Optimization exercise on an open flow, not production practice. RTL: at most simulated, not proved equivalent. Clock network not from TritonCTS: every run shown here. The clock port is an ideal driver here. Power: default activity.

**flow/config.mk**
```make
export PLATFORM = sky130hd
export DESIGN_NAME = signedMultiplier16
export DESIGN_NICKNAME = signedMultiplier16
export VERILOG_FILES = /design/flow/design.v
export SDC_FILE = /design/flow/constraint.sdc
export NUM_CORES = 4
export LEC_CHECK = 0
export CAP_MARGIN = 20
export CORE_MARGIN = 2
export CORE_UTILIZATION = 65
export PLACE_DENSITY = 0.75
export SLEW_MARGIN = 20
export SYNTH_HIERARCHICAL = 1
export SYNTH_MINIMUM_KEEP_SIZE = 0
```
**flow/constraint.sdc**
```tcl
create_clock -name core_clock -period 8.8 [get_ports {clk}]
set_input_delay 1.7600 -clock core_clock [delete_from_list [all_inputs] [get_ports {clk}]]
set_output_delay 1.7600 -clock core_clock [all_outputs]
set_load 0.01 [all_outputs]
```
**flow/design.v**
```verilog
package multPkg;
  typedef logic signed [16-1:0] operandT;
  typedef logic signed [32-1:0] productT;
  typedef struct packed {
    logic one;
    logic two;
    logic neg;
  } boothT;
  function automatic boothT boothEncode(input logic hi, input logic mid, input logic lo);
    boothT d;
    d.one = mid ^ lo;
    d.two = (hi & ~mid & ~lo) | (~hi & mid & lo);
    d.neg = hi;
    boothEncode = d;
  endfunction
endpackage
module operandPrep (
  input  logic             clk,
  input  logic             rstN,
  input  multPkg::operandT opA,
  input  multPkg::operandT opB,
  input  logic             inValid,
  output logic [15:0]      aR,
  output logic [7:0]       oneR,
  output logic [7:0]       twoR,
  output logic [7:0]       negR,
  output logic             prepValid
);
  logic [16:0] bExt;
  logic [7:0]  one;
  logic [7:0]  two;
  logic [7:0]  neg;
  assign bExt = {opB, 1'b0};
  for (genvar i = 0; i < 8; i++)
  begin : genDigit
    assign {one[i], two[i], neg[i]} = multPkg::boothEncode(bExt[2 * i + 2], bExt[2 * i + 1], bExt[2 * i]);
  end
  always_ff @(posedge clk)
  begin
    prepValid <= rstN & inValid;
  end
  always_ff @(posedge clk)
  begin
    aR <= opA;
    oneR <= one;
    twoR <= two;
    negR <= neg;
  end
endmodule
module daddaTree8 (
  input  logic [15:0]   aR,
  input  logic [7:0]    oneR,
  input  logic [7:0]    twoR,
  input  logic [7:0]    negR,
  output logic [74-1:0] cutBits
);
  logic pp0_0, pp0_1, pp0_2, pp0_3, pp0_4, pp0_5, pp0_6, pp0_7, pp0_8, pp0_9;
  logic pp0_10, pp0_11, pp0_12, pp0_13, pp0_14, pp0_15, pp0_16, pp1_0, pp1_1, pp1_2;
  logic pp1_3, pp1_4, pp1_5, pp1_6, pp1_7, pp1_8, pp1_9, pp1_10, pp1_11, pp1_12;
  logic pp1_13, pp1_14, pp1_15, pp1_16, pp2_0, pp2_1, pp2_2, pp2_3, pp2_4, pp2_5;
  logic pp2_6, pp2_7, pp2_8, pp2_9, pp2_10, pp2_11, pp2_12, pp2_13, pp2_14, pp2_15;
  logic pp2_16, pp3_0, pp3_1, pp3_2, pp3_3, pp3_4, pp3_5, pp3_6, pp3_7, pp3_8;
  logic pp3_9, pp3_10, pp3_11, pp3_12, pp3_13, pp3_14, pp3_15, pp3_16, pp4_0, pp4_1;
  logic pp4_2, pp4_3, pp4_4, pp4_5, pp4_6, pp4_7, pp4_8, pp4_9, pp4_10, pp4_11;
  logic pp4_12, pp4_13, pp4_14, pp4_15, pp4_16, pp5_0, pp5_1, pp5_2, pp5_3, pp5_4;
  logic pp5_5, pp5_6, pp5_7, pp5_8, pp5_9, pp5_10, pp5_11, pp5_12, pp5_13, pp5_14;
  logic pp5_15, pp5_16, pp6_0, pp6_1, pp6_2, pp6_3, pp6_4, pp6_5, pp6_6, pp6_7;
  logic pp6_8, pp6_9, pp6_10, pp6_11, pp6_12, pp6_13, pp6_14, pp6_15, pp6_16, pp7_0;
  logic pp7_1, pp7_2, pp7_3, pp7_4, pp7_5, pp7_6, pp7_7, pp7_8, pp7_9, pp7_10;
  logic pp7_11, pp7_12, pp7_13, pp7_14, pp7_15, pp7_16, s1, k1, s2, k2;
  logic s3, k3, s4, k4, s5, k5, s6, k6, s7, k7;
  logic s8, k8, s9, k9, s10, k10, s11, k11, s12, k12;
  logic s13, k13, s14, k14, s15, k15, s16, k16, s17, k17;
  logic s18, k18, s19, k19, s20, k20, s21, k21, s22, k22;
  logic s23, k23, s24, k24, s25, k25, s26, k26, s27, k27;
  logic s28, k28, s29, k29, s30, k30, s31, k31, s32, k32;
  logic s33, k33, s34, k34, s35, k35, s36, k36, s37, k37;
  logic s38, k38, s39, k39, s40, k40, s41, k41, s42, k42;
  logic s43, k43, s44, k44, s45, k45, s46, k46, s47, k47;
  logic s48, k48, s49, k49, s50, k50, s51, k51, s52, k52;
  logic s53, k53, s54, k54, s55, k55, s56, k56, s57, k57;
  logic s58, k58, s59, k59, s60, k60, s61, k61, s62, k62;
  logic s63, k63, s64, k64, s65, k65, s66, k66, s67, k67;
  logic s68, k68, s69, k69, s70, k70, s71, k71, s72, k72;
  logic s73, k73, s74, k74, s75, k75, s76, k76, s77, k77;
  logic s78, k78, s79, k79, s80, k80, s81, k81, s82, k82;
  logic s83, k83, s84, k84, s85, k85, s86, k86, s87, k87;
  logic s88, k88, s89, k89, s90, k90, s91, k91, s92, k92;
  logic s93, k93, t94, g94, t95, g95, t96, g96, t105, g105;
  logic t106, g106, s107, k107, s108, k108, s109, k109, s110, k110;
  logic s111, k111, s112, k112;
  assign pp0_0 = ((oneR[0] & aR[0]) | (twoR[0] & 1'b0)) ^ negR[0];
  assign pp0_1 = ((oneR[0] & aR[1]) | (twoR[0] & aR[0])) ^ negR[0];
  assign pp0_2 = ((oneR[0] & aR[2]) | (twoR[0] & aR[1])) ^ negR[0];
  assign pp0_3 = ((oneR[0] & aR[3]) | (twoR[0] & aR[2])) ^ negR[0];
  assign pp0_4 = ((oneR[0] & aR[4]) | (twoR[0] & aR[3])) ^ negR[0];
  assign pp0_5 = ((oneR[0] & aR[5]) | (twoR[0] & aR[4])) ^ negR[0];
  assign pp0_6 = ((oneR[0] & aR[6]) | (twoR[0] & aR[5])) ^ negR[0];
  assign pp0_7 = ((oneR[0] & aR[7]) | (twoR[0] & aR[6])) ^ negR[0];
  assign pp0_8 = ((oneR[0] & aR[8]) | (twoR[0] & aR[7])) ^ negR[0];
  assign pp0_9 = ((oneR[0] & aR[9]) | (twoR[0] & aR[8])) ^ negR[0];
  assign pp0_10 = ((oneR[0] & aR[10]) | (twoR[0] & aR[9])) ^ negR[0];
  assign pp0_11 = ((oneR[0] & aR[11]) | (twoR[0] & aR[10])) ^ negR[0];
  assign pp0_12 = ((oneR[0] & aR[12]) | (twoR[0] & aR[11])) ^ negR[0];
  assign pp0_13 = ((oneR[0] & aR[13]) | (twoR[0] & aR[12])) ^ negR[0];
  assign pp0_14 = ((oneR[0] & aR[14]) | (twoR[0] & aR[13])) ^ negR[0];
  assign pp0_15 = ((oneR[0] & aR[15]) | (twoR[0] & aR[14])) ^ negR[0];
  assign pp0_16 = ~(((oneR[0] | twoR[0]) & aR[15]) ^ negR[0]);
  assign pp1_0 = ((oneR[1] & aR[0]) | (twoR[1] & 1'b0)) ^ negR[1];
  assign pp1_1 = ((oneR[1] & aR[1]) | (twoR[1] & aR[0])) ^ negR[1];
  assign pp1_2 = ((oneR[1] & aR[2]) | (twoR[1] & aR[1])) ^ negR[1];
  assign pp1_3 = ((oneR[1] & aR[3]) | (twoR[1] & aR[2])) ^ negR[1];
  assign pp1_4 = ((oneR[1] & aR[4]) | (twoR[1] & aR[3])) ^ negR[1];
  assign pp1_5 = ((oneR[1] & aR[5]) | (twoR[1] & aR[4])) ^ negR[1];
  assign pp1_6 = ((oneR[1] & aR[6]) | (twoR[1] & aR[5])) ^ negR[1];
  assign pp1_7 = ((oneR[1] & aR[7]) | (twoR[1] & aR[6])) ^ negR[1];
  assign pp1_8 = ((oneR[1] & aR[8]) | (twoR[1] & aR[7])) ^ negR[1];
  assign pp1_9 = ((oneR[1] & aR[9]) | (twoR[1] & aR[8])) ^ negR[1];
  assign pp1_10 = ((oneR[1] & aR[10]) | (twoR[1] & aR[9])) ^ negR[1];
  assign pp1_11 = ((oneR[1] & aR[11]) | (twoR[1] & aR[10])) ^ negR[1];
  assign pp1_12 = ((oneR[1] & aR[12]) | (twoR[1] & aR[11])) ^ negR[1];
  assign pp1_13 = ((oneR[1] & aR[13]) | (twoR[1] & aR[12])) ^ negR[1];
  assign pp1_14 = ((oneR[1] & aR[14]) | (twoR[1] & aR[13])) ^ negR[1];
  assign pp1_15 = ((oneR[1] & aR[15]) | (twoR[1] & aR[14])) ^ negR[1];
  assign pp1_16 = ~(((oneR[1] | twoR[1]) & aR[15]) ^ negR[1]);
  assign pp2_0 = ((oneR[2] & aR[0]) | (twoR[2] & 1'b0)) ^ negR[2];
  assign pp2_1 = ((oneR[2] & aR[1]) | (twoR[2] & aR[0])) ^ negR[2];
  assign pp2_2 = ((oneR[2] & aR[2]) | (twoR[2] & aR[1])) ^ negR[2];
  assign pp2_3 = ((oneR[2] & aR[3]) | (twoR[2] & aR[2])) ^ negR[2];
  assign pp2_4 = ((oneR[2] & aR[4]) | (twoR[2] & aR[3])) ^ negR[2];
  assign pp2_5 = ((oneR[2] & aR[5]) | (twoR[2] & aR[4])) ^ negR[2];
  assign pp2_6 = ((oneR[2] & aR[6]) | (twoR[2] & aR[5])) ^ negR[2];
  assign pp2_7 = ((oneR[2] & aR[7]) | (twoR[2] & aR[6])) ^ negR[2];
  assign pp2_8 = ((oneR[2] & aR[8]) | (twoR[2] & aR[7])) ^ negR[2];
  assign pp2_9 = ((oneR[2] & aR[9]) | (twoR[2] & aR[8])) ^ negR[2];
  assign pp2_10 = ((oneR[2] & aR[10]) | (twoR[2] & aR[9])) ^ negR[2];
  assign pp2_11 = ((oneR[2] & aR[11]) | (twoR[2] & aR[10])) ^ negR[2];
  assign pp2_12 = ((oneR[2] & aR[12]) | (twoR[2] & aR[11])) ^ negR[2];
  assign pp2_13 = ((oneR[2] & aR[13]) | (twoR[2] & aR[12])) ^ negR[2];
  assign pp2_14 = ((oneR[2] & aR[14]) | (twoR[2] & aR[13])) ^ negR[2];
  assign pp2_15 = ((oneR[2] & aR[15]) | (twoR[2] & aR[14])) ^ negR[2];
  assign pp2_16 = ~(((oneR[2] | twoR[2]) & aR[15]) ^ negR[2]);
  assign pp3_0 = ((oneR[3] & aR[0]) | (twoR[3] & 1'b0)) ^ negR[3];
  assign pp3_1 = ((oneR[3] & aR[1]) | (twoR[3] & aR[0])) ^ negR[3];
  assign pp3_2 = ((oneR[3] & aR[2]) | (twoR[3] & aR[1])) ^ negR[3];
  assign pp3_3 = ((oneR[3] & aR[3]) | (twoR[3] & aR[2])) ^ negR[3];
  assign pp3_4 = ((oneR[3] & aR[4]) | (twoR[3] & aR[3])) ^ negR[3];
  assign pp3_5 = ((oneR[3] & aR[5]) | (twoR[3] & aR[4])) ^ negR[3];
  assign pp3_6 = ((oneR[3] & aR[6]) | (twoR[3] & aR[5])) ^ negR[3];
  assign pp3_7 = ((oneR[3] & aR[7]) | (twoR[3] & aR[6])) ^ negR[3];
  assign pp3_8 = ((oneR[3] & aR[8]) | (twoR[3] & aR[7])) ^ negR[3];
  assign pp3_9 = ((oneR[3] & aR[9]) | (twoR[3] & aR[8])) ^ negR[3];
  assign pp3_10 = ((oneR[3] & aR[10]) | (twoR[3] & aR[9])) ^ negR[3];
  assign pp3_11 = ((oneR[3] & aR[11]) | (twoR[3] & aR[10])) ^ negR[3];
  assign pp3_12 = ((oneR[3] & aR[12]) | (twoR[3] & aR[11])) ^ negR[3];
  assign pp3_13 = ((oneR[3] & aR[13]) | (twoR[3] & aR[12])) ^ negR[3];
  assign pp3_14 = ((oneR[3] & aR[14]) | (twoR[3] & aR[13])) ^ negR[3];
  assign pp3_15 = ((oneR[3] & aR[15]) | (twoR[3] & aR[14])) ^ negR[3];
  assign pp3_16 = ~(((oneR[3] | twoR[3]) & aR[15]) ^ negR[3]);
  assign pp4_0 = ((oneR[4] & aR[0]) | (twoR[4] & 1'b0)) ^ negR[4];
  assign pp4_1 = ((oneR[4] & aR[1]) | (twoR[4] & aR[0])) ^ negR[4];
  assign pp4_2 = ((oneR[4] & aR[2]) | (twoR[4] & aR[1])) ^ negR[4];
  assign pp4_3 = ((oneR[4] & aR[3]) | (twoR[4] & aR[2])) ^ negR[4];
  assign pp4_4 = ((oneR[4] & aR[4]) | (twoR[4] & aR[3])) ^ negR[4];
  assign pp4_5 = ((oneR[4] & aR[5]) | (twoR[4] & aR[4])) ^ negR[4];
  assign pp4_6 = ((oneR[4] & aR[6]) | (twoR[4] & aR[5])) ^ negR[4];
  assign pp4_7 = ((oneR[4] & aR[7]) | (twoR[4] & aR[6])) ^ negR[4];
  assign pp4_8 = ((oneR[4] & aR[8]) | (twoR[4] & aR[7])) ^ negR[4];
  assign pp4_9 = ((oneR[4] & aR[9]) | (twoR[4] & aR[8])) ^ negR[4];
  assign pp4_10 = ((oneR[4] & aR[10]) | (twoR[4] & aR[9])) ^ negR[4];
  assign pp4_11 = ((oneR[4] & aR[11]) | (twoR[4] & aR[10])) ^ negR[4];
  assign pp4_12 = ((oneR[4] & aR[12]) | (twoR[4] & aR[11])) ^ negR[4];
  assign pp4_13 = ((oneR[4] & aR[13]) | (twoR[4] & aR[12])) ^ negR[4];
  assign pp4_14 = ((oneR[4] & aR[14]) | (twoR[4] & aR[13])) ^ negR[4];
  assign pp4_15 = ((oneR[4] & aR[15]) | (twoR[4] & aR[14])) ^ negR[4];
  assign pp4_16 = ~(((oneR[4] | twoR[4]) & aR[15]) ^ negR[4]);
  assign pp5_0 = ((oneR[5] & aR[0]) | (twoR[5] & 1'b0)) ^ negR[5];
  assign pp5_1 = ((oneR[5] & aR[1]) | (twoR[5] & aR[0])) ^ negR[5];
  assign pp5_2 = ((oneR[5] & aR[2]) | (twoR[5] & aR[1])) ^ negR[5];
  assign pp5_3 = ((oneR[5] & aR[3]) | (twoR[5] & aR[2])) ^ negR[5];
  assign pp5_4 = ((oneR[5] & aR[4]) | (twoR[5] & aR[3])) ^ negR[5];
  assign pp5_5 = ((oneR[5] & aR[5]) | (twoR[5] & aR[4])) ^ negR[5];
  assign pp5_6 = ((oneR[5] & aR[6]) | (twoR[5] & aR[5])) ^ negR[5];
  assign pp5_7 = ((oneR[5] & aR[7]) | (twoR[5] & aR[6])) ^ negR[5];
  assign pp5_8 = ((oneR[5] & aR[8]) | (twoR[5] & aR[7])) ^ negR[5];
  assign pp5_9 = ((oneR[5] & aR[9]) | (twoR[5] & aR[8])) ^ negR[5];
  assign pp5_10 = ((oneR[5] & aR[10]) | (twoR[5] & aR[9])) ^ negR[5];
  assign pp5_11 = ((oneR[5] & aR[11]) | (twoR[5] & aR[10])) ^ negR[5];
  assign pp5_12 = ((oneR[5] & aR[12]) | (twoR[5] & aR[11])) ^ negR[5];
  assign pp5_13 = ((oneR[5] & aR[13]) | (twoR[5] & aR[12])) ^ negR[5];
  assign pp5_14 = ((oneR[5] & aR[14]) | (twoR[5] & aR[13])) ^ negR[5];
  assign pp5_15 = ((oneR[5] & aR[15]) | (twoR[5] & aR[14])) ^ negR[5];
  assign pp5_16 = ~(((oneR[5] | twoR[5]) & aR[15]) ^ negR[5]);
  assign pp6_0 = ((oneR[6] & aR[0]) | (twoR[6] & 1'b0)) ^ negR[6];
  assign pp6_1 = ((oneR[6] & aR[1]) | (twoR[6] & aR[0])) ^ negR[6];
  assign pp6_2 = ((oneR[6] & aR[2]) | (twoR[6] & aR[1])) ^ negR[6];
  assign pp6_3 = ((oneR[6] & aR[3]) | (twoR[6] & aR[2])) ^ negR[6];
  assign pp6_4 = ((oneR[6] & aR[4]) | (twoR[6] & aR[3])) ^ negR[6];
  assign pp6_5 = ((oneR[6] & aR[5]) | (twoR[6] & aR[4])) ^ negR[6];
  assign pp6_6 = ((oneR[6] & aR[6]) | (twoR[6] & aR[5])) ^ negR[6];
  assign pp6_7 = ((oneR[6] & aR[7]) | (twoR[6] & aR[6])) ^ negR[6];
  assign pp6_8 = ((oneR[6] & aR[8]) | (twoR[6] & aR[7])) ^ negR[6];
  assign pp6_9 = ((oneR[6] & aR[9]) | (twoR[6] & aR[8])) ^ negR[6];
  assign pp6_10 = ((oneR[6] & aR[10]) | (twoR[6] & aR[9])) ^ negR[6];
  assign pp6_11 = ((oneR[6] & aR[11]) | (twoR[6] & aR[10])) ^ negR[6];
  assign pp6_12 = ((oneR[6] & aR[12]) | (twoR[6] & aR[11])) ^ negR[6];
  assign pp6_13 = ((oneR[6] & aR[13]) | (twoR[6] & aR[12])) ^ negR[6];
  assign pp6_14 = ((oneR[6] & aR[14]) | (twoR[6] & aR[13])) ^ negR[6];
  assign pp6_15 = ((oneR[6] & aR[15]) | (twoR[6] & aR[14])) ^ negR[6];
  assign pp6_16 = ~(((oneR[6] | twoR[6]) & aR[15]) ^ negR[6]);
  assign pp7_0 = ((oneR[7] & aR[0]) | (twoR[7] & 1'b0)) ^ negR[7];
  assign pp7_1 = ((oneR[7] & aR[1]) | (twoR[7] & aR[0])) ^ negR[7];
  assign pp7_2 = ((oneR[7] & aR[2]) | (twoR[7] & aR[1])) ^ negR[7];
  assign pp7_3 = ((oneR[7] & aR[3]) | (twoR[7] & aR[2])) ^ negR[7];
  assign pp7_4 = ((oneR[7] & aR[4]) | (twoR[7] & aR[3])) ^ negR[7];
  assign pp7_5 = ((oneR[7] & aR[5]) | (twoR[7] & aR[4])) ^ negR[7];
  assign pp7_6 = ((oneR[7] & aR[6]) | (twoR[7] & aR[5])) ^ negR[7];
  assign pp7_7 = ((oneR[7] & aR[7]) | (twoR[7] & aR[6])) ^ negR[7];
  assign pp7_8 = ((oneR[7] & aR[8]) | (twoR[7] & aR[7])) ^ negR[7];
  assign pp7_9 = ((oneR[7] & aR[9]) | (twoR[7] & aR[8])) ^ negR[7];
  assign pp7_10 = ((oneR[7] & aR[10]) | (twoR[7] & aR[9])) ^ negR[7];
  assign pp7_11 = ((oneR[7] & aR[11]) | (twoR[7] & aR[10])) ^ negR[7];
  assign pp7_12 = ((oneR[7] & aR[12]) | (twoR[7] & aR[11])) ^ negR[7];
  assign pp7_13 = ((oneR[7] & aR[13]) | (twoR[7] & aR[12])) ^ negR[7];
  assign pp7_14 = ((oneR[7] & aR[14]) | (twoR[7] & aR[13])) ^ negR[7];
  assign pp7_15 = ((oneR[7] & aR[15]) | (twoR[7] & aR[14])) ^ negR[7];
  assign pp7_16 = ~(((oneR[7] | twoR[7]) & aR[15]) ^ negR[7]);
  halfAdder us1 (.x(pp0_10), .y(negR[5]), .s(s1), .c(k1));
  halfAdder us2 (.x(pp1_9), .y(pp0_11), .s(s2), .c(k2));
  fullAdder us3 (.x(pp1_10), .y(negR[6]), .z(pp0_12), .s(s3), .c(k3));
  halfAdder us4 (.x(pp3_6), .y(pp2_8), .s(s4), .c(k4));
  fullAdder us5 (.x(pp2_9), .y(pp0_13), .z(pp1_11), .s(s5), .c(k5));
  halfAdder us6 (.x(pp4_5), .y(pp3_7), .s(s6), .c(k6));
  fullAdder us7 (.x(pp1_12), .y(negR[7]), .z(pp0_14), .s(s7), .c(k7));
  fullAdder us8 (.x(pp4_6), .y(pp2_10), .z(pp3_8), .s(s8), .c(k8));
  halfAdder us9 (.x(pp6_2), .y(pp5_4), .s(s9), .c(k9));
  fullAdder us10 (.x(pp2_11), .y(pp0_15), .z(pp1_13), .s(s10), .c(k10));
  fullAdder us11 (.x(pp5_5), .y(pp3_9), .z(pp4_7), .s(s11), .c(k11));
  halfAdder us12 (.x(pp7_1), .y(pp6_3), .s(s12), .c(k12));
  assign {k13, s13} = {(1'b1 & pp0_16) | (1'b1 & pp1_14) | (pp0_16 & pp1_14), 1'b1 ^ pp0_16 ^ pp1_14};
  fullAdder us14 (.x(pp4_8), .y(pp2_12), .z(pp3_10), .s(s14), .c(k14));
  fullAdder us15 (.x(pp7_2), .y(pp5_6), .z(pp6_4), .s(s15), .c(k15));
  assign {k16, s16} = {(1'b1 & pp1_15) | (1'b1 & pp2_13) | (pp1_15 & pp2_13), 1'b1 ^ pp1_15 ^ pp2_13};
  fullAdder us17 (.x(pp5_7), .y(pp3_11), .z(pp4_9), .s(s17), .c(k17));
  halfAdder us18 (.x(pp7_3), .y(pp6_5), .s(s18), .c(k18));
  fullAdder us19 (.x(pp3_12), .y(pp1_16), .z(pp2_14), .s(s19), .c(k19));
  fullAdder us20 (.x(pp6_6), .y(pp4_10), .z(pp5_8), .s(s20), .c(k20));
  assign {k21, s21} = {(1'b1 & pp2_15) | (1'b1 & pp3_13) | (pp2_15 & pp3_13), 1'b1 ^ pp2_15 ^ pp3_13};
  halfAdder us22 (.x(pp5_9), .y(pp4_11), .s(s22), .c(k22));
  fullAdder us23 (.x(pp4_12), .y(pp2_16), .z(pp3_14), .s(s23), .c(k23));
  assign {k24, s24} = {1'b1 & pp3_15, 1'b1 ^ pp3_15};
  halfAdder us25 (.x(pp0_6), .y(negR[3]), .s(s25), .c(k25));
  halfAdder us26 (.x(pp1_5), .y(pp0_7), .s(s26), .c(k26));
  fullAdder us27 (.x(pp1_6), .y(negR[4]), .z(pp0_8), .s(s27), .c(k27));
  halfAdder us28 (.x(pp3_2), .y(pp2_4), .s(s28), .c(k28));
  fullAdder us29 (.x(pp2_5), .y(pp0_9), .z(pp1_7), .s(s29), .c(k29));
  halfAdder us30 (.x(pp4_1), .y(pp3_3), .s(s30), .c(k30));
  fullAdder us31 (.x(pp3_4), .y(pp1_8), .z(pp2_6), .s(s31), .c(k31));
  fullAdder us32 (.x(s1), .y(pp4_2), .z(pp5_0), .s(s32), .c(k32));
  fullAdder us33 (.x(pp4_3), .y(pp2_7), .z(pp3_5), .s(s33), .c(k33));
  fullAdder us34 (.x(s2), .y(pp5_1), .z(k1), .s(s34), .c(k34));
  fullAdder us35 (.x(pp6_0), .y(pp4_4), .z(pp5_2), .s(s35), .c(k35));
  fullAdder us36 (.x(s3), .y(k2), .z(s4), .s(s36), .c(k36));
  fullAdder us37 (.x(k4), .y(pp5_3), .z(pp6_1), .s(s37), .c(k37));
  fullAdder us38 (.x(s5), .y(s6), .z(k3), .s(s38), .c(k38));
  fullAdder us39 (.x(s9), .y(pp7_0), .z(k6), .s(s39), .c(k39));
  fullAdder us40 (.x(s8), .y(k5), .z(s7), .s(s40), .c(k40));
  fullAdder us41 (.x(k7), .y(k9), .z(s12), .s(s41), .c(k41));
  fullAdder us42 (.x(s11), .y(k8), .z(s10), .s(s42), .c(k42));
  fullAdder us43 (.x(k11), .y(k12), .z(k10), .s(s43), .c(k43));
  fullAdder us44 (.x(s15), .y(s13), .z(s14), .s(s44), .c(k44));
  fullAdder us45 (.x(k14), .y(s18), .z(k13), .s(s45), .c(k45));
  fullAdder us46 (.x(s17), .y(k15), .z(s16), .s(s46), .c(k46));
  fullAdder us47 (.x(k16), .y(pp7_4), .z(k18), .s(s47), .c(k47));
  fullAdder us48 (.x(s20), .y(k17), .z(s19), .s(s48), .c(k48));
  fullAdder us49 (.x(s22), .y(pp6_7), .z(pp7_5), .s(s49), .c(k49));
  fullAdder us50 (.x(s21), .y(k19), .z(k20), .s(s50), .c(k50));
  fullAdder us51 (.x(pp7_6), .y(pp5_10), .z(pp6_8), .s(s51), .c(k51));
  fullAdder us52 (.x(s23), .y(k22), .z(k21), .s(s52), .c(k52));
  fullAdder us53 (.x(pp6_9), .y(pp4_13), .z(pp5_11), .s(s53), .c(k53));
  fullAdder us54 (.x(k23), .y(pp7_7), .z(s24), .s(s54), .c(k54));
  fullAdder us55 (.x(pp5_12), .y(pp3_16), .z(pp4_14), .s(s55), .c(k55));
  fullAdder us56 (.x(k24), .y(pp6_10), .z(pp7_8), .s(s56), .c(k56));
  assign {k57, s57} = {(1'b1 & pp4_15) | (1'b1 & pp5_13) | (pp4_15 & pp5_13), 1'b1 ^ pp4_15 ^ pp5_13};
  halfAdder us58 (.x(pp7_9), .y(pp6_11), .s(s58), .c(k58));
  fullAdder us59 (.x(pp6_12), .y(pp4_16), .z(pp5_14), .s(s59), .c(k59));
  assign {k60, s60} = {1'b1 & pp5_15, 1'b1 ^ pp5_15};
  halfAdder us61 (.x(pp0_4), .y(negR[2]), .s(s61), .c(k61));
  halfAdder us62 (.x(pp1_3), .y(pp0_5), .s(s62), .c(k62));
  fullAdder us63 (.x(pp3_0), .y(pp1_4), .z(pp2_2), .s(s63), .c(k63));
  fullAdder us64 (.x(k25), .y(pp2_3), .z(pp3_1), .s(s64), .c(k64));
  fullAdder us65 (.x(s28), .y(pp4_0), .z(k26), .s(s65), .c(k65));
  fullAdder us66 (.x(k27), .y(k28), .z(s30), .s(s66), .c(k66));
  fullAdder us67 (.x(s31), .y(k30), .z(k29), .s(s67), .c(k67));
  fullAdder us68 (.x(k32), .y(k31), .z(s33), .s(s68), .c(k68));
  fullAdder us69 (.x(k34), .y(k33), .z(s35), .s(s69), .c(k69));
  fullAdder us70 (.x(k36), .y(k35), .z(s37), .s(s70), .c(k70));
  fullAdder us71 (.x(k38), .y(k37), .z(s39), .s(s71), .c(k71));
  fullAdder us72 (.x(k40), .y(k39), .z(s41), .s(s72), .c(k72));
  fullAdder us73 (.x(s43), .y(k41), .z(k42), .s(s73), .c(k73));
  fullAdder us74 (.x(k44), .y(k43), .z(s45), .s(s74), .c(k74));
  fullAdder us75 (.x(k46), .y(k45), .z(s47), .s(s75), .c(k75));
  fullAdder us76 (.x(k48), .y(s49), .z(k47), .s(s76), .c(k76));
  fullAdder us77 (.x(k50), .y(s51), .z(k49), .s(s77), .c(k77));
  fullAdder us78 (.x(k52), .y(k51), .z(s53), .s(s78), .c(k78));
  fullAdder us79 (.x(s56), .y(k53), .z(s55), .s(s79), .c(k79));
  fullAdder us80 (.x(s57), .y(s58), .z(k55), .s(s80), .c(k80));
  fullAdder us81 (.x(k57), .y(pp7_10), .z(k58), .s(s81), .c(k81));
  fullAdder us82 (.x(s60), .y(pp6_13), .z(pp7_11), .s(s82), .c(k82));
  fullAdder us83 (.x(pp7_12), .y(pp5_16), .z(pp6_14), .s(s83), .c(k83));
  assign {k84, s84} = {1'b1 & pp6_15, 1'b1 ^ pp6_15};
  halfAdder us85 (.x(pp0_2), .y(negR[1]), .s(s85), .c(k85));
  halfAdder us86 (.x(pp1_1), .y(pp0_3), .s(s86), .c(k86));
  fullAdder us87 (.x(s61), .y(pp1_2), .z(pp2_0), .s(s87), .c(k87));
  fullAdder us88 (.x(s62), .y(pp2_1), .z(k61), .s(s88), .c(k88));
  fullAdder us89 (.x(s63), .y(k62), .z(s25), .s(s89), .c(k89));
  fullAdder us90 (.x(s64), .y(s26), .z(k63), .s(s90), .c(k90));
  fullAdder us91 (.x(s65), .y(s27), .z(k64), .s(s91), .c(k91));
  fullAdder us92 (.x(s66), .y(s29), .z(k65), .s(s92), .c(k92));
  fullAdder us93 (.x(s67), .y(s32), .z(k66), .s(s93), .c(k93));
  assign {g94, t94} = {s34 & k67, s34 ^ k67};
  assign {g95, t95} = {s36 & k68, s36 ^ k68};
  assign {g96, t96} = {s38 & k69, s38 ^ k69};
  assign {g105, t105} = {k54 & s79, k54 ^ s79};
  assign {g106, t106} = {k56 & s80, k56 ^ s80};
  fullAdder us107 (.x(s81), .y(s59), .z(k80), .s(s107), .c(k107));
  fullAdder us108 (.x(k81), .y(k59), .z(s82), .s(s108), .c(k108));
  fullAdder us109 (.x(k82), .y(k60), .z(s83), .s(s109), .c(k109));
  fullAdder us110 (.x(k83), .y(pp7_13), .z(s84), .s(s110), .c(k110));
  fullAdder us111 (.x(k84), .y(pp6_16), .z(pp7_14), .s(s111), .c(k111));
  assign {k112, s112} = {1'b1 & pp7_15, 1'b1 ^ pp7_15};
  assign cutBits[0] = s68;
  assign cutBits[1] = t94;
  assign cutBits[2] = g94;
  assign cutBits[3] = s69;
  assign cutBits[4] = t95;
  assign cutBits[5] = g95;
  assign cutBits[6] = s70;
  assign cutBits[7] = t96;
  assign cutBits[8] = g96;
  assign cutBits[9] = s40;
  assign cutBits[10] = k70;
  assign cutBits[11] = s71;
  assign cutBits[12] = s42;
  assign cutBits[13] = k71;
  assign cutBits[14] = s72;
  assign cutBits[15] = s44;
  assign cutBits[16] = k72;
  assign cutBits[17] = s73;
  assign cutBits[18] = s46;
  assign cutBits[19] = k73;
  assign cutBits[20] = s74;
  assign cutBits[21] = s48;
  assign cutBits[22] = k74;
  assign cutBits[23] = s75;
  assign cutBits[24] = s50;
  assign cutBits[25] = k75;
  assign cutBits[26] = s76;
  assign cutBits[27] = s52;
  assign cutBits[28] = k76;
  assign cutBits[29] = s77;
  assign cutBits[30] = s54;
  assign cutBits[31] = k77;
  assign cutBits[32] = s78;
  assign cutBits[33] = k78;
  assign cutBits[34] = t105;
  assign cutBits[35] = g105;
  assign cutBits[36] = k79;
  assign cutBits[37] = t106;
  assign cutBits[38] = g106;
  assign cutBits[39] = negR[0];
  assign cutBits[40] = pp0_0;
  assign cutBits[41] = pp0_1;
  assign cutBits[42] = s85;
  assign cutBits[43] = pp1_0;
  assign cutBits[44] = k85;
  assign cutBits[45] = s86;
  assign cutBits[46] = k86;
  assign cutBits[47] = s87;
  assign cutBits[48] = k87;
  assign cutBits[49] = s88;
  assign cutBits[50] = k88;
  assign cutBits[51] = s89;
  assign cutBits[52] = k89;
  assign cutBits[53] = s90;
  assign cutBits[54] = k90;
  assign cutBits[55] = s91;
  assign cutBits[56] = k91;
  assign cutBits[57] = s92;
  assign cutBits[58] = k92;
  assign cutBits[59] = s93;
  assign cutBits[60] = k93;
  assign cutBits[61] = s107;
  assign cutBits[62] = k107;
  assign cutBits[63] = s108;
  assign cutBits[64] = k108;
  assign cutBits[65] = s109;
  assign cutBits[66] = k109;
  assign cutBits[67] = s110;
  assign cutBits[68] = k110;
  assign cutBits[69] = s111;
  assign cutBits[70] = k111;
  assign cutBits[71] = s112;
  assign cutBits[72] = k112;
  assign cutBits[73] = pp7_16;
endmodule
module fullAdder (
  input  logic x,
  input  logic y,
  input  logic z,
  output logic s,
  output logic c
);
  assign s = x ^ y ^ z;
  assign c = (x & y) | (x & z) | (y & z);
endmodule
module halfAdder (
  input  logic x,
  input  logic y,
  output logic s,
  output logic c
);
  assign s = x ^ y;
  assign c = x & y;
endmodule
module productMerge (
  input  logic                      clk,
  input  logic                      rstN,
  input  logic [74-1:0]    cutBits,
  input  logic                      prepValid,
  output multPkg::productT          product,
  output logic                      outValid
);
  logic                      treeValid;
  logic [74-1:0]    cutR;
  logic [32-1:0] rowA;
  logic [32-1:0] rowB;
  logic s68, t94, g94, s69, t95, g95, s70, t96, g96, s40;
  logic k70, s71, s42, k71, s72, s44, k72, s73, s46, k73;
  logic s74, s48, k74, s75, s50, k75, s76, s52, k76, s77;
  logic s54, k77, s78, k78, t105, g105, k79, t106, g106, negR_0;
  logic pp0_0, pp0_1, s85, pp1_0, k85, s86, k86, s87, k87, s88;
  logic k88, s89, k89, s90, k90, s91, k91, s92, k92, s93;
  logic k93, s107, k107, s108, k108, s109, k109, s110, k110, s111;
  logic k111, s112, k112, pp7_16, s94, k94, s95, k95, s96, k96;
  logic s97, k97, s98, k98, s99, k99, s100, k100, s101, k101;
  logic s102, k102, s103, k103, s104, k104, s105, k105, s106, k106;
  always_ff @(posedge clk)
  begin
    treeValid <= rstN & prepValid;
    outValid  <= rstN & treeValid;
  end
  always_ff @(posedge clk)
  begin
    cutR    <= cutBits;
    product <= rowA + rowB;
  end
  assign s68 = cutR[0];
  assign t94 = cutR[1];
  assign g94 = cutR[2];
  assign s69 = cutR[3];
  assign t95 = cutR[4];
  assign g95 = cutR[5];
  assign s70 = cutR[6];
  assign t96 = cutR[7];
  assign g96 = cutR[8];
  assign s40 = cutR[9];
  assign k70 = cutR[10];
  assign s71 = cutR[11];
  assign s42 = cutR[12];
  assign k71 = cutR[13];
  assign s72 = cutR[14];
  assign s44 = cutR[15];
  assign k72 = cutR[16];
  assign s73 = cutR[17];
  assign s46 = cutR[18];
  assign k73 = cutR[19];
  assign s74 = cutR[20];
  assign s48 = cutR[21];
  assign k74 = cutR[22];
  assign s75 = cutR[23];
  assign s50 = cutR[24];
  assign k75 = cutR[25];
  assign s76 = cutR[26];
  assign s52 = cutR[27];
  assign k76 = cutR[28];
  assign s77 = cutR[29];
  assign s54 = cutR[30];
  assign k77 = cutR[31];
  assign s78 = cutR[32];
  assign k78 = cutR[33];
  assign t105 = cutR[34];
  assign g105 = cutR[35];
  assign k79 = cutR[36];
  assign t106 = cutR[37];
  assign g106 = cutR[38];
  assign negR_0 = cutR[39];
  assign pp0_0 = cutR[40];
  assign pp0_1 = cutR[41];
  assign s85 = cutR[42];
  assign pp1_0 = cutR[43];
  assign k85 = cutR[44];
  assign s86 = cutR[45];
  assign k86 = cutR[46];
  assign s87 = cutR[47];
  assign k87 = cutR[48];
  assign s88 = cutR[49];
  assign k88 = cutR[50];
  assign s89 = cutR[51];
  assign k89 = cutR[52];
  assign s90 = cutR[53];
  assign k90 = cutR[54];
  assign s91 = cutR[55];
  assign k91 = cutR[56];
  assign s92 = cutR[57];
  assign k92 = cutR[58];
  assign s93 = cutR[59];
  assign k93 = cutR[60];
  assign s107 = cutR[61];
  assign k107 = cutR[62];
  assign s108 = cutR[63];
  assign k108 = cutR[64];
  assign s109 = cutR[65];
  assign k109 = cutR[66];
  assign s110 = cutR[67];
  assign k110 = cutR[68];
  assign s111 = cutR[69];
  assign k111 = cutR[70];
  assign s112 = cutR[71];
  assign k112 = cutR[72];
  assign pp7_16 = cutR[73];
  assign s94 = t94 ^ s68;
  assign k94 = g94 | (t94 & s68);
  assign s95 = t95 ^ s69;
  assign k95 = g95 | (t95 & s69);
  assign s96 = t96 ^ s70;
  assign k96 = g96 | (t96 & s70);
  fullAdder us97 (.x(s71), .y(s40), .z(k70), .s(s97), .c(k97));
  fullAdder us98 (.x(s72), .y(s42), .z(k71), .s(s98), .c(k98));
  fullAdder us99 (.x(s73), .y(s44), .z(k72), .s(s99), .c(k99));
  fullAdder us100 (.x(s74), .y(s46), .z(k73), .s(s100), .c(k100));
  fullAdder us101 (.x(s75), .y(s48), .z(k74), .s(s101), .c(k101));
  fullAdder us102 (.x(s76), .y(s50), .z(k75), .s(s102), .c(k102));
  fullAdder us103 (.x(s77), .y(s52), .z(k76), .s(s103), .c(k103));
  fullAdder us104 (.x(s78), .y(s54), .z(k77), .s(s104), .c(k104));
  assign s105 = t105 ^ k78;
  assign k105 = g105 | (t105 & k78);
  assign s106 = t106 ^ k79;
  assign k106 = g106 | (t106 & k79);
  assign rowA[0] = negR_0;
  assign rowB[0] = pp0_0;
  assign rowA[1] = pp0_1;
  assign rowB[1] = 1'b0;
  assign rowA[2] = s85;
  assign rowB[2] = pp1_0;
  assign rowA[3] = k85;
  assign rowB[3] = s86;
  assign rowA[4] = k86;
  assign rowB[4] = s87;
  assign rowA[5] = k87;
  assign rowB[5] = s88;
  assign rowA[6] = k88;
  assign rowB[6] = s89;
  assign rowA[7] = k89;
  assign rowB[7] = s90;
  assign rowA[8] = k90;
  assign rowB[8] = s91;
  assign rowA[9] = k91;
  assign rowB[9] = s92;
  assign rowA[10] = k92;
  assign rowB[10] = s93;
  assign rowA[11] = k93;
  assign rowB[11] = s94;
  assign rowA[12] = k94;
  assign rowB[12] = s95;
  assign rowA[13] = k95;
  assign rowB[13] = s96;
  assign rowA[14] = k96;
  assign rowB[14] = s97;
  assign rowA[15] = k97;
  assign rowB[15] = s98;
  assign rowA[16] = k98;
  assign rowB[16] = s99;
  assign rowA[17] = k99;
  assign rowB[17] = s100;
  assign rowA[18] = k100;
  assign rowB[18] = s101;
  assign rowA[19] = k101;
  assign rowB[19] = s102;
  assign rowA[20] = k102;
  assign rowB[20] = s103;
  assign rowA[21] = k103;
  assign rowB[21] = s104;
  assign rowA[22] = k104;
  assign rowB[22] = s105;
  assign rowA[23] = k105;
  assign rowB[23] = s106;
  assign rowA[24] = k106;
  assign rowB[24] = s107;
  assign rowA[25] = k107;
  assign rowB[25] = s108;
  assign rowA[26] = k108;
  assign rowB[26] = s109;
  assign rowA[27] = k109;
  assign rowB[27] = s110;
  assign rowA[28] = k110;
  assign rowB[28] = s111;
  assign rowA[29] = k111;
  assign rowB[29] = s112;
  assign rowA[30] = k112;
  assign rowB[30] = pp7_16;
  assign rowA[31] = 1'b1;
  assign rowB[31] = 1'b0;
endmodule
module signedMultiplier16 (
  input  logic             clk,
  input  logic             rstN,
  input  multPkg::operandT opA,
  input  multPkg::operandT opB,
  input  logic             inValid,
  output multPkg::productT product,
  output logic             outValid
);
  logic [15:0]               aR;
  logic [7:0]                oneR;
  logic [7:0]                twoR;
  logic [7:0]                negR;
  logic                      prepValid;
  logic [74-1:0]     cutBits;
  operandPrep operandPrep_inst (
    .clk       (clk),
    .rstN      (rstN),
    .opA       (opA),
    .opB       (opB),
    .inValid   (inValid),
    .aR        (aR),
    .oneR      (oneR),
    .twoR      (twoR),
    .negR      (negR),
    .prepValid (prepValid)
  );
  daddaTree8 daddaTree8_inst (
    .aR   (aR),
    .oneR (oneR),
    .twoR (twoR),
    .negR (negR),
    .cutBits (cutBits)
  );
  productMerge productMerge_inst (
    .clk       (clk),
    .rstN      (rstN),
    .cutBits   (cutBits),
    .prepValid (prepValid),
    .product   (product),
    .outValid  (outValid)
  );
endmodule
```
**flow/flow/run.sh**
```bash
#!/bin/bash
# standard synthesis and layout, except:
# - the port buffers are the smallest buffer instead of a delay cell,
# - the clock tree is a balanced two-level tree built by flow/clock_tree.tcl
#   (clk port -> 4 root buffers -> one buffer per k-means cluster of flip-flops)
#   in place of TritonCTS.
set -euo pipefail
export FLOW_CLOCK_TREE="12 4 sky130_fd_sc_hd__clkbuf_8 sky130_fd_sc_hd__clkbuf_8"
bash standard.sh SETUP_SLACK_MARGIN=6.35 "BUFFER_PORTS_ARGS=-buffer_cell sky130_fd_sc_hd__buf_1" \
  PRE_CTS_TCL=$PWD/flow/clock_tree.tcl finish > flow_make.log 2>&1
```
**flow/flow/clock_tree.tcl**
```tcl

# k-means on a list of {x y} points; returns {centres assignment}
proc my_kmeans {pts k} {
  set n [llength $pts]
  set cent {}
  set sorted [lsort -real -index 0 $pts]
  for {set i 0} {$i < $k} {incr i} {
    lappend cent [lindex $sorted [expr {int(($i + 0.5) * $n / $k)}]]
  }
  for {set iter 0} {$iter < 50} {incr iter} {
    set assign {}
    foreach p $pts {
      set best 0; set bd 1e30
      for {set i 0} {$i < $k} {incr i} {
        set c [lindex $cent $i]
        set d [expr {abs([lindex $p 0] - [lindex $c 0]) + abs([lindex $p 1] - [lindex $c 1])}]
        if {$d < $bd} { set bd $d; set best $i }
      }
      lappend assign $best
    }
    set newc {}
    for {set i 0} {$i < $k} {incr i} {
      set sx 0; set sy 0; set m 0
      foreach p $pts a $assign {
        if {$a == $i} { set sx [expr {$sx + [lindex $p 0]}]; set sy [expr {$sy + [lindex $p 1]}]; incr m }
      }
      if {$m > 0} { lappend newc [list [expr {$sx / $m}] [expr {$sy / $m}]] } else { lappend newc [lindex $cent $i] }
    }
    set cent $newc
  }
  return [list $cent $assign]
}

proc my_place_buffer {block master name x y innet outname} {
  set inst [odb::dbInst_create $block $master $name]
  $inst setLocation [expr {int($x)}] [expr {int($y)}]
  $inst setPlacementStatus PLACED
  set net [odb::dbNet_create $block $outname]
  $net setSigType CLOCK
  [$inst findITerm A] connect $innet
  [$inst findITerm X] connect $net
  return $net
}

proc my_clock_tree {nleaves nroots rootcell leafcell} {
  set block [ord::get_db_block]
  set db [ord::get_db]
  set clknet [$block findNet clk]
  set sinks [$clknet getITerms]
  set pts {}
  foreach it $sinks {
    set b [[$it getInst] getBBox]
    lappend pts [list [expr {([$b xMin] + [$b xMax]) / 2.0}] [expr {([$b yMin] + [$b yMax]) / 2.0}]]
  }
  lassign [my_kmeans $pts $nleaves] lcent lassign
  lassign [my_kmeans $lcent $nroots] rcent rassign
  set rmaster [$db findMaster $rootcell]
  set lmaster [$db findMaster $leafcell]
  foreach it $sinks { $it disconnect }
  set rootnets {}
  for {set r 0} {$r < $nroots} {incr r} {
    set c [lindex $rcent $r]
    lappend rootnets [my_place_buffer $block $rmaster "clkbuf_root_$r" [lindex $c 0] [lindex $c 1] $clknet "clknet_root_$r"]
  }
  for {set k 0} {$k < $nleaves} {incr k} {
    set c [lindex $lcent $k]
    set net [my_place_buffer $block $lmaster "clkbuf_leaf_$k" [lindex $c 0] [lindex $c 1] \
      [lindex $rootnets [lindex $rassign $k]] "clknet_leaf_$k"]
    foreach it $sinks a $lassign {
      if {$a == $k} { $it connect $net }
    }
  }
}

# Used as ORFS's PRE_CTS_TCL hook: build the tree here, and leave the CTS step's
# clock_tree_synthesis call nothing to do.
if {[info exists ::env(FLOW_CLOCK_TREE)]} {
  my_clock_tree {*}$::env(FLOW_CLOCK_TREE)
  set_propagated_clock [all_clocks]
  proc clock_tree_synthesis {args} { puts "clock tree built by flow/clock_tree.tcl" }
}
```
**flow/standard.sh**
```bash
#!/bin/bash
# synth_recipe.tcl (not shown) runs the flow's synth.tcl, then flattens the netlist and writes it again
# the make line also repeats each setting of config.mk as NAME=value (left out here)
make -C /OpenROAD-flow-scripts/flow DESIGN_CONFIG=/design/flow/config.mk WORK_HOME=/design/flow/orfs CLKGATE_MAP_FILE= SYNTH_SCRIPT=/design/flow/synth_recipe.tcl "${@:-finish}"
```
==> results_dict.tcl, run 1 <==
set metrics [dict create \
    finalMaxSlewViolations 0 \
    seq_power_share 0.220 \
    clock_insertion_delay_worst_skew_ps 320 \
    period_share 0.297 \
    floorplan.io_pins 68 \
    filler_cell_count 1206 \
    cts_hold_buf 0 \
    cap_violations 0 \
    timing.setup.tns_ps 0 \
    worstMarginPinSlew_ps 383 \
    synth_async_sr_flop_share 0 \
    synth.area.top_cells "sky130_fd_sc_hd__dfxtp_1 28%, sky130_fd_sc_hd__fa_1 16%, sky130_fd_sc_hd__xnor2_1 11%" \
    layout-drive-gt1-share 0.245 \
    place_hpwl_mm 15.0 \
    wl_mm 22.6 \
    synthCells 978 \
    max_clock_freq_mhz 383 \
    synth_flop_cell "sky130_fd_sc_hd__dfxtp_1" \
    required_time_of_the_critical_path_ps 8940 \
    die_area_mm2 0.0173 \
    power.internal_mw 2.90 \
    min-delay-path-class "flop to flop" \
    setup.worst_path.start_class "flop" \
    drtAntennaViolNets 0 \
    global_route.usage.met1 0.366 \
    synth_sequential_area_ratio 0.282 \
    grt_use_met3 0.0297 \
    p_leak_nw 4.30 \
    coreArea_mm2 0.0159 \
    synth.avg_cell_area_um2 10.8 \
    critPathArrivalTime_ps 2750 \
    post-layout-total-power_mw 5.09 \
    slew_headroom 0.745 \
    number_of_antenna_violations_at_the_first_check_in_global_routing 0 \
    io_buffer_count 67 \
    grt_first_pass_wirelength_mm 34.9 \
    clkSlewWorstSetupHoldPaths_ps 80 \
    largest_fanout_on_the_critical_path 6 \
    timing.final.crit_period_ps 2610 \
    viasPerCell 6.00 \
    syn_area_mm2 0.0106 \
    antennaDiodeCount 0 \
    power_frac_clock 0.070 \
    crit_type "flop to flop" \
    rsz_0062_raised_after_global_routing "true" \
    via_count_of_the_first_global_routing_pass 6626 \
    synth.top_cell.area_share 0.282 \
    first_pass_iters 5 \
    grt_max_degree 20 \
    global_route.usage.met2 0.379 \
    dpl-instance-area_mm2 0.00991 \
    layout.nets 1136 \
    pwr-share-comb 0.710 \
    groute.usage.overall 0.244 \
    ir_drop_worst_case_vdd_mv 0.290 \
    final_area_mm2 0.0110 \
    powerDensity_mw_per_mm2 461 \
    run_status "no timing/DRC/antenna violations" \
    areaGrowthSynthToFinish_pct 4.57 \
    dr_total_vias 7022 \
    overflow 0 \
    std_cell_rows 46 \
    register_area_mm2 0.00313 \
    floorplan.initialDensity 0.665 \
    hold_viol_final 0 \
    initialDrtViolationCount 750 \
    routabilityCongestion 0.903 \
    synth_enable_flop_cells 0 \
    number_of_distinct_library_cells_after_synthesis 67 \
    drc_errors 0 \
    busiest_layer "met2" \
    p_sw_mw 2.19 \
    power.share.switching 0.429 \
    die_width_um 131 \
    timing.final.setup_violations 0 \
    floorplan.die.height_um 131 \
    timing.clock.skew_ps 78.8 \
    postSynthRegisterBits 149 \
    synth_fp_nets 1158 \
    synthDominantAreaCellType "sky130_fd_sc_hd__dfxtp_1" \
    multi_input_area_mm2 0.00667 \
    end_kind "flop" \
    synth_warnings 8 \
    routedWlPerCell_um 19.3 \
]
## Yosys cell counts (4+ instances only)
library cell and n:
sky130_fd_sc_hd__o21bai_1 6, sky130_fd_sc_hd__nand2b_1 10, sky130_fd_sc_hd__nor2_1 15, sky130_fd_sc_hd__nor2b_1 4, sky130_fd_sc_hd__a21oi_1 34, sky130_fd_sc_hd__buf_4 95, sky130_fd_sc_hd__fa_1 82, sky130_fd_sc_hd__or2_2 5
sky130_fd_sc_hd__buf_2 18, sky130_fd_sc_hd__a211oi_1 4, sky130_fd_sc_hd__o21a_1 4, sky130_fd_sc_hd__a22oi_2 13, sky130_fd_sc_hd__ha_1 63, sky130_fd_sc_hd__nand2_1 25, sky130_fd_sc_hd__xnor2_1 137, sky130_fd_sc_hd__and3_1 5
sky130_fd_sc_hd__inv_1 17, sky130_fd_sc_hd__buf_6 32, sky130_fd_sc_hd__nand3b_1 6, sky130_fd_sc_hd__o21ai_1 4, sky130_fd_sc_hd__nand4_1 7, sky130_fd_sc_hd__a31oi_1 4, sky130_fd_sc_hd__clkbuf_1 4, sky130_fd_sc_hd__a21o_1 14
sky130_fd_sc_hd__o21ai_0 22, sky130_fd_sc_hd__xor2_1 32, sky130_fd_sc_hd__a22oi_1 108, sky130_fd_sc_hd__dfxtp_1 149, sky130_fd_sc_hd__and2_1 5
## per-module statistics from Yosys, one instance, submodules excluded, excerpt
module	cell area [µm²]	times used	flops+latches
operandPrep	1020	1	41
halfAdder	12.5	17	0
daddaTree8	3580	1	0
fullAdder	20.0	82	0
productMerge	4100	1	108
## timing repair
item,CTS,global route
pin swaps,21,34
setup endpoints to repair,93,54
gates resized for setup,142,51
buffers inserted,11,34
## cell type report
type | instances | area share
Buffer | 16 | 0.0199
Inverter | 17 | 0.00578
Multi-Input combinational cell | 658 | 0.604
Sequential cell | 149 | 0.284
Tap cell | 216 | 0.0245
Timing Repair Buffer | 114 | 0.0622
## power groups by stage
stage	registers (mW)	clock network [mW]	logic (mW)
after detailed placement	1.13	0	2.70
after CTS	1.12	0.367	3.24
after global placement	1.13	0	2.63
final	1.12	0.356	3.62
after floorplan	1.09	0	2.51
after global routing	1.14	0.394	3.94
## registers in the layout, summed over array words and instances (netlist names)
register / cells
operandPrep_inst.negR: 8
operandPrep_inst.oneR: 8
productMerge_inst.treeValid: 1
productMerge_inst.cutR: 74
operandPrep_inst.aR: 16
productMerge_inst.product: 32
operandPrep_inst.twoR: 8
operandPrep_inst.prepValid: 1
productMerge_inst.outValid: 1
## cells in the final DEF (no fill, tap or decap), types with 18 or more instances in the layout
cell	n
sky130_fd_sc_hd__nand2_1	24
sky130_fd_sc_hd__ha_1	47
sky130_fd_sc_hd__fa_1	81
sky130_fd_sc_hd__dfxtp_1	102
sky130_fd_sc_hd__xnor2_1	137
sky130_fd_sc_hd__dfxtp_4	37
sky130_fd_sc_hd__a21oi_1	23
sky130_fd_sc_hd__o21ai_0	18
sky130_fd_sc_hd__buf_2	29
sky130_fd_sc_hd__a22oi_1	103
sky130_fd_sc_hd__xor2_1	32
sky130_fd_sc_hd__a22oi_2	18
sky130_fd_sc_hd__buf_4	43
sky130_fd_sc_hd__buf_1	34
## metrics by stage
stage	instances	utilization	setup WS, ps	hold WS, ps
finish	1170	0.695	6190	435
global route	1170	0.695	6140	452
CTS	1136	0.666	6260	446
detailed placement	1109	0.624	5890	422
global placement	1109	0.624	5970	413
floorplan	978	-	6340	406
## kinds of logic after synthesis
family | count (synthesis) | synth area share
buffers and inverters | 171 | 0.122
muxes | 5 | 0.00498
xor gates and xnor gates | 169 | 0.140
DFF | 149 | 0.282
and+or+nand+nor | 98 | 0.0508
adders and majority gates | 145 | 0.230
AOI/OAI and AO/OA | 241 | 0.170
## path summary, 6_finish.rpt
path / end / slack [ps] / depth (start not counted) / startpoint
worst max-delay path: productMerge_inst.product[28]$_DFF_P_ / 6190 / 9 / productMerge_inst.cutR[12]$_DFF_P_
worst min-delay path: productMerge_inst.treeValid$_DFF_P_ / 430 / 1 / operandPrep_inst.prepValid$_DFF_P_
worst max register to register: productMerge_inst.product[28]$_DFF_P_ / 6190 / 9 / productMerge_inst.cutR[12]$_DFF_P_
worst min register to register: productMerge_inst.treeValid$_DFF_P_ / 430 / 1 / operandPrep_inst.prepValid$_DFF_P_
## routing by layer
metal / share of wire / up-vias
li1: - / 3248
met1: 0.44 / 3349
met2: 0.44 / 363
met3: 0.085 / 62
met4: 0.030 / 0
met5: 0 / -
## worst max-delay path: stages, from the launching register on
cell and delay [ps]:
sky130_fd_sc_hd__dfxtp_2 330, sky130_fd_sc_hd__fa_1 570, sky130_fd_sc_hd__ha_4 230, sky130_fd_sc_hd__a21oi_2 110, sky130_fd_sc_hd__o211ai_1 140, sky130_fd_sc_hd__a21bo_1 250
sky130_fd_sc_hd__a41oi_2 170, sky130_fd_sc_hd__o21ai_2 100, sky130_fd_sc_hd__or4_1 390, sky130_fd_sc_hd__and4_1 160
==> run 2, diff against run 1 <==
--- a/flow/flow/run.sh
+++ b/flow/flow/run.sh
@@ -6,5 +6,5 @@
 #   in place of TritonCTS.
 set -euo pipefail
 export FLOW_CLOCK_TREE="12 4 sky130_fd_sc_hd__clkbuf_8 sky130_fd_sc_hd__clkbuf_8"
-bash standard.sh SETUP_SLACK_MARGIN=6.35 "BUFFER_PORTS_ARGS=-buffer_cell sky130_fd_sc_hd__buf_1" \
+bash standard.sh SETUP_SLACK_MARGIN=6.10 "BUFFER_PORTS_ARGS=-buffer_cell sky130_fd_sc_hd__buf_1" \
   PRE_CTS_TCL=$PWD/flow/clock_tree.tcl finish > flow_make.log 2>&1
==> run 2 against run 1 <==
Compared with the run above: still clean on timing, DRC and antenna; clock power about the same; synthesized cell count unchanged; sequential cell count unchanged; critical path depth down 1; routed wire length down 8.8%; sequential share of layout area up 1.1 points; via count down 5.3%; worst hold slack worse by 8.2 ps; core utilization down 4.9 points; critical endpoint unchanged; largest power group unchanged; highest routed layer unchanged.
==> results_dict.tcl, run 2 <==
set metrics [dict create \
    run_status "no timing/DRC/antenna violations" \
    critPathArrivalTime_ps 2830 \
    overflow 0 \
    hold_viol_final 0 \
    coreArea_mm2 0.0159 \
    floorplan.io_pins 68 \
    via_count_of_the_first_global_routing_pass 6414 \
    routedWlPerCell_um 18.3 \
    finalMaxSlewViolations 0 \
    powerDensity_mw_per_mm2 427 \
    die_width_um 131 \
    synth_fp_nets 1158 \
    reg.largest.list "productMerge_inst.cutR x74, productMerge_inst.product x32, operandPrep_inst.aR x16" \
    synth_flop_cell "sky130_fd_sc_hd__dfxtp_1" \
    die_area_mm2 0.0173 \
    syn_area_mm2 0.0106 \
    floorplan.die.height_um 131 \
    drtAntennaViolNets 0 \
    initialDrtViolationCount 726 \
    crit_type "flop to flop" \
    synth_sequential_area_ratio 0.282 \
    most_common_cell_after_layout_fill_and_taps_aside "sky130_fd_sc_hd__xnor2_1" \
    end_kind "flop" \
    synthDominantAreaCellType "sky130_fd_sc_hd__dfxtp_1" \
    number_of_distinct_library_cells_after_synthesis 67 \
    drc_errors 0 \
    synth_compound_gate_area_share 0.170 \
    synthCells 978 \
    routabilityCongestion 0.891 \
    timing.clock.skew_ps 37.5 \
    synthMuxAreaShare 0.00498 \
    groute.usage.overall 0.232 \
    timing.critical_path.cells "fa_1 -> ha_1 -> a21oi_1 -> a21bo_1 -> a41oi_1 -> o21ai_1 -> or4_1 -> and4_1" \
    cts_hold_buf 0 \
    synth.area.top_cells "sky130_fd_sc_hd__dfxtp_1 28%, sky130_fd_sc_hd__fa_1 16%, sky130_fd_sc_hd__xnor2_1 11%" \
    areaGrowthSynthToFinish_pct -2.74 \
    ir_drop_worst_case_vdd_mv 0.225 \
    p_leak_nw 3.94 \
    first_pass_iters 6 \
    synth_top_family_by_area "adder cells" \
    reg2reg_slack_ps 6150 \
    io_buffer_count 67 \
    place_hpwl_mm 14.6 \
    final_area_mm2 0.0103 \
    dpl-instance-area_mm2 0.00989 \
    regMostFlops "productMerge_inst.cutR" \
    grt_max_degree 20 \
    timing.final.setup_violations 0 \
    max_clock_freq_mhz 377 \
    cap_violations 0 \
    period_share 0.301 \
    worstMarginPinSlew_ps 690 \
    timing.final.crit_period_ps 2650 \
    layout.nets 1093 \
    worst_path_dominant_cell_family "adder cells" \
    min-delay-path-class "flop to flop" \
    critPathBufInv 0 \
    setup.worst_path.start_class "flop" \
    max_stage_delay_ps 480 \
    floorplan.initialDensity 0.665 \
    number_of_antenna_violations_at_the_first_check_in_global_routing 0 \
    mostFrequentLayoutCells "137 x sky130_fd_sc_hd__xnor2_1, 114 x sky130_fd_sc_hd__dfxtp_1, 108 x sky130_fd_sc_hd__a22oi_1, 82 x sky130_fd_sc_hd__fa_1, 67 x sky130_fd_sc_hd__buf_1" \
    synth_async_sr_flop_share 0 \
    layout-drive-gt1-share 0.114 \
    clock_insertion_delay_worst_skew_ps 300 \
    synth_top_cells_by_count "149 x sky130_fd_sc_hd__dfxtp_1, 137 x sky130_fd_sc_hd__xnor2_1, 108 x sky130_fd_sc_hd__a22oi_1" \
    timing.setup.tns_ps 0 \
    synth_warnings 8 \
    antennaDiodeCount 0 \
    rsz_0062_raised_after_global_routing "true" \
    synthAdderAreaFrac 0.230 \
    synth_simple_gate_area_frac 0.0508 \
    slew_headroom 0.540 \
    wl_mm 20.6 \
    post-synth-top-count-cell "sky130_fd_sc_hd__dfxtp_1" \
    grt_first_pass_wirelength_mm 33.5 \
    synth_enable_flop_cells 0 \
    std_cell_rows 46 \
    largest_register_ffs 74 \
    dr_total_vias 6653 \
    clkSlewWorstSetupHoldPaths_ps 80 \
    synth.avg_cell_area_um2 10.8 \
    required_time_of_the_critical_path_ps 8970 \
    synth.top_cell.area_share 0.282 \
    largest_fanout_on_the_critical_path 7 \
    critPathSlowestCell "sky130_fd_sc_hd__fa_1" \
    postSynthRegisterBits 149 \
    viasPerCell 5.90 \
    synth_xor_area_frac 0.140 \
]
## run 2: cell counts after synthesis
Identical to the previous run, type by type.
## run 2: metrics by stage
stage | total power [mW] | utilization | setup WS (ps) | instances | hold slack, ps
floorplan | 3.55 | - | 6290 | 978 | 406
global placement | 3.71 | 0.622 | 6010 | 1110 | 411
detailed placement | 3.77 | 0.622 | 5940 | 1110 | 419
CTS | 4.17 | 0.639 | 6090 | 1126 | 432
global route | 4.80 | 0.647 | 5990 | 1127 | 439
finish | 4.39 | 0.647 | 6150 | 1127 | 427
## run 2: worst paths after layout
kind                                                    startpoint                                     to  cells past startpoint
worst max register to register  productMerge_inst.cutR[24]$_DFF_P_  productMerge_inst.product[28]$_DFF_P_                      8
worst min register to register  operandPrep_inst.prepValid$_DFF_P_    productMerge_inst.treeValid$_DFF_P_                      1
worst min-delay path            operandPrep_inst.prepValid$_DFF_P_    productMerge_inst.treeValid$_DFF_P_                      1
worst max-delay path            productMerge_inst.cutR[24]$_DFF_P_  productMerge_inst.product[28]$_DFF_P_                      8
## run 2: cell type report
class	count	area, µm²
multi-input combinational	658	6410
fill	1306	5610
sequential	149	3030
timing repair buffer	71	282
tap	216	270
buffer	16	220
inverter	17	63.8
## run 2: where the power goes
group          switching [mW]  internal, mW  leakage (nW)
logic                    1.58          1.33          2.56
clock network           0.194         0.164         0.115
registers               0.157         0.962          1.26
total                    1.93          2.46          3.94
## run 2: kinds of logic (layout without fill, tap and decap cells)
group           count (synthesis)  after routing
simple gates                   98             98
compound gates                241            241
xor+xnor                      169            169
flops                         149            149
buf+inv                       171            104
mux                             5              5
fa+ha+maj                     145            145
## run 2: timing repair
item	CTS	global route
resized for setup	30	29
pin swaps	0	3
setup endpoints to repair	28	26
buffers inserted	0	1
## run 2: layer usage
layer  up-vias  GRT usage  part of all wire
met5         -          0                 0
li1       3174          -                 -
met3        32     0.0355             0.084
met2       307      0.346              0.42
met4         0     0.0501             0.020
met1      3140      0.357              0.47
## run 2: Yosys stat by module, one instance, submodules excluded, excerpt
module	area, µm²	flops+latches	cells	copies in the design
productMerge	4100	108	370	1
halfAdder	12.5	0	1	17
operandPrep	1020	41	71	1
daddaTree8	3580	0	438	1
fullAdder	20.0	0	1	82
==> run 3, diff against run 2 <==
--- a/flow/flow/run.sh
+++ b/flow/flow/run.sh
@@ -6,5 +6,5 @@
 #   in place of TritonCTS.
 set -euo pipefail
 export FLOW_CLOCK_TREE="12 4 sky130_fd_sc_hd__clkbuf_8 sky130_fd_sc_hd__clkbuf_8"
-bash standard.sh SETUP_SLACK_MARGIN=6.10 "BUFFER_PORTS_ARGS=-buffer_cell sky130_fd_sc_hd__buf_1" \
+bash standard.sh SETUP_SLACK_MARGIN=6.15 "BUFFER_PORTS_ARGS=-buffer_cell sky130_fd_sc_hd__buf_1" \
   PRE_CTS_TCL=$PWD/flow/clock_tree.tcl finish > flow_make.log 2>&1
==> run 3 against run 2 <==
Compared with the run above: sequential share of layout area fell by 0.079 points; global-route usage rose by 0.067 points; critical path type unchanged; via count rose by 0.24%; final cell count did not move; critical path depth rose by 1; register-to-register slack barely moved; first-iteration DRC count rose by 5.2%; total power rose by 1.5%; still clean; combinational power rose by 2%.
==> results_dict.tcl, run 3 <==
set metrics [dict create \
    synth.top_cell.area_share 0.282 \
    synth.area.top_cells "sky130_fd_sc_hd__dfxtp_1 28%, sky130_fd_sc_hd__fa_1 16%, sky130_fd_sc_hd__xnor2_1 11%" \
    reg.largest.list "productMerge_inst.cutR x74, productMerge_inst.product x32, operandPrep_inst.aR x16" \
    place_inst 1110 \
    slew_headroom 0.581 \
    final_area_mm2 0.0103 \
    timing.critical_path.cells "fa_1 -> ha_4 -> and4_1 -> and2b_1 -> nand2_1 -> o21ai_1 -> a21oi_1 -> o31ai_2 -> xor2_1" \
    routabilityCongestion 0.891 \
    min-delay-path-class "flop to flop" \
    die_width_um 131 \
    die_area_mm2 0.0173 \
    routedWlPerCell_um 18.4 \
    regToRegEndpoint "productMerge_inst.product[30]$_DFF_P_" \
    critical_path.reg2reg.startpoint "productMerge_inst.cutR[12]$_DFF_P_" \
    groute.usage.overall 0.233 \
    layout.nets 1093 \
    ir_drop_worst_case_vdd_mv 0.251 \
    timing.hold.worst.start "operandPrep_inst.prepValid$_DFF_P_" \
    cap_violations 0 \
    m1WireLength_mm 9.73 \
    overflow 0 \
    drtAntennaViolNets 0 \
    setup.worst_path.start_class "flop" \
    synth_top_cells_by_count "149 x sky130_fd_sc_hd__dfxtp_1, 137 x sky130_fd_sc_hd__xnor2_1, 108 x sky130_fd_sc_hd__a22oi_1" \
    dpl_worst_slack_ps 5940 \
    clock_insertion_delay_worst_skew_ps 300 \
    dr_total_vias 6669 \
    antennaDiodeCount 0 \
    mostFrequentLayoutCells "137 x sky130_fd_sc_hd__xnor2_1, 112 x sky130_fd_sc_hd__dfxtp_1, 108 x sky130_fd_sc_hd__a22oi_1, 82 x sky130_fd_sc_hd__fa_1, 67 x sky130_fd_sc_hd__buf_1" \
    critPathSlowestCell "sky130_fd_sc_hd__fa_1" \
    first_pass_iters 5 \
    initialDrtViolationCount 764 \
    synth.avg_cell_area_um2 10.8 \
    synthCells 978 \
    drc_errors 0 \
    hold-worst-slack_ps 427 \
    p_leak_nw 3.94 \
    grt_first_pass_wirelength_mm 33.6 \
    floorplan.initialDensity 0.665 \
    p_sw_mw 1.96 \
    timing.clock.skew_ps 37.8 \
    post-layout-total-power_mw 4.45 \
    power.share.switching 0.440 \
    via_count_of_the_first_global_routing_pass 6449 \
    syn_area_mm2 0.0106 \
    worstMarginPinSlew_ps 628 \
    run_status "no timing/DRC/antenna violations" \
    largest_fanout_on_the_critical_path 9 \
    synth_async_sr_flop_share 0 \
    power.internal_mw 2.49 \
    number_of_antenna_violations_at_the_first_check_in_global_routing 0 \
    floorplan.die.height_um 131 \
    rsz_0062_raised_after_global_routing "true" \
    hold_viol_final 0 \
    timing.final.crit_period_ps 2650 \
    hold_depth 1 \
    max_stage_delay_ps 520 \
    seq_power_share 0.251 \
    synth_enable_flop_cells 0 \
    clkSlewWorstSetupHoldPaths_ps 100 \
    synth_flop_cell "sky130_fd_sc_hd__dfxtp_1" \
    post-synth-top-count-cell "sky130_fd_sc_hd__dfxtp_1" \
    final.setup.worst_slack_ps 6150 \
    period_share 0.301 \
    regMostFlops "productMerge_inst.cutR" \
    number_of_distinct_library_cells_after_synthesis 67 \
    end_kind "flop" \
    crit_type "flop to flop" \
    post-route-util 0.649 \
    finalMaxSlewViolations 0 \
    timing.setup.tns_ps 0 \
]
[run 3: cell counts after synthesis]
No cell type changed its count.
[run 3: modules after synthesis (local to each module, per instance), excerpt]
module	flops+latches	cell area, µm²
productMerge	108	4100
daddaTree8	0	3580
operandPrep	41	1020
fullAdder	0	20.0
halfAdder	0	12.5
[run 3: how the worst max path moves through the flow]
stage                                       endpoint                          startpoint  slack [ps]  cells after the start
2_1_floorplan  productMerge_inst.product[28]$_DFF_P_  productMerge_inst.cutR[12]$_DFF_P_        6290                     10
3_3_place_gp   productMerge_inst.product[26]$_DFF_P_   productMerge_inst.cutR[3]$_DFF_P_        6010                     10
3_5_place_dp      productMerge_inst.cutR[17]$_DFF_P_    operandPrep_inst.negR[3]$_DFF_P_        5940                      4
4_1_cts        productMerge_inst.product[30]$_DFF_P_  productMerge_inst.cutR[18]$_DFF_P_        6160                      9
5_1_grt        productMerge_inst.product[30]$_DFF_P_   productMerge_inst.cutR[3]$_DFF_P_        6060                     10
6_report       productMerge_inst.product[30]$_DFF_P_  productMerge_inst.cutR[12]$_DFF_P_        6150                      9
[run 3: cell type report]
type | count | area, µm² | share of cell area
multi-input combinational | 658 | 6440 | 0.625
sequential | 149 | 3030 | 0.294
timing repair buffer | 71 | 282 | 0.0273
tap | 216 | 270 | 0.0262
buffer | 16 | 220 | 0.0214
inverter | 17 | 63.8 | 0.00619
[run 3: power by group through the flow]
stage	clock [mW]	combinational [mW]	sequential, mW
floorplan	0	2.46	1.09
global route	0.402	3.30	1.14
detailed placement	0	2.64	1.13
global placement	0	2.59	1.12
CTS	0.371	2.75	1.12
finish	0.358	2.98	1.12
[run 3: repair_timing]
action	4_1_cts	5_1_grt
pin swaps	1	4
hold buffers	0	0
endpoints found under the setup margin	34	18
cloned	0	0
resized for setup	42	23
setup buffers	0	1
[run 3: worst max-delay path, delay by kind of cell (launching register included)]
kind | cells | cell delay [ps]
adders and majority gates | 2 | 870
AOI/OAI and AO/OA | 3 | 670
and+or+nand+nor | 3 | 560
DFF | 1 | 330
xor gates and xnor gates | 1 | 160
[run 3: cell families (layout without fill, tap and decap cells)]
kind of cell,after synthesis,after routing,share of synthesized area
simple gates,98,98,0.0508
buf+inv,171,104,0.122
fa+ha+maj,145,145,0.230
compound gates,241,241,0.170
mux,5,5,0.00498
flops,149,149,0.282
xor+xnor,169,169,0.140
[run 3: metal layers]
layer  vias up  track usage
met5         -            0
met2       328        0.347
met1      3135        0.357
met4         0       0.0501
met3        39       0.0359
li1       3167            -
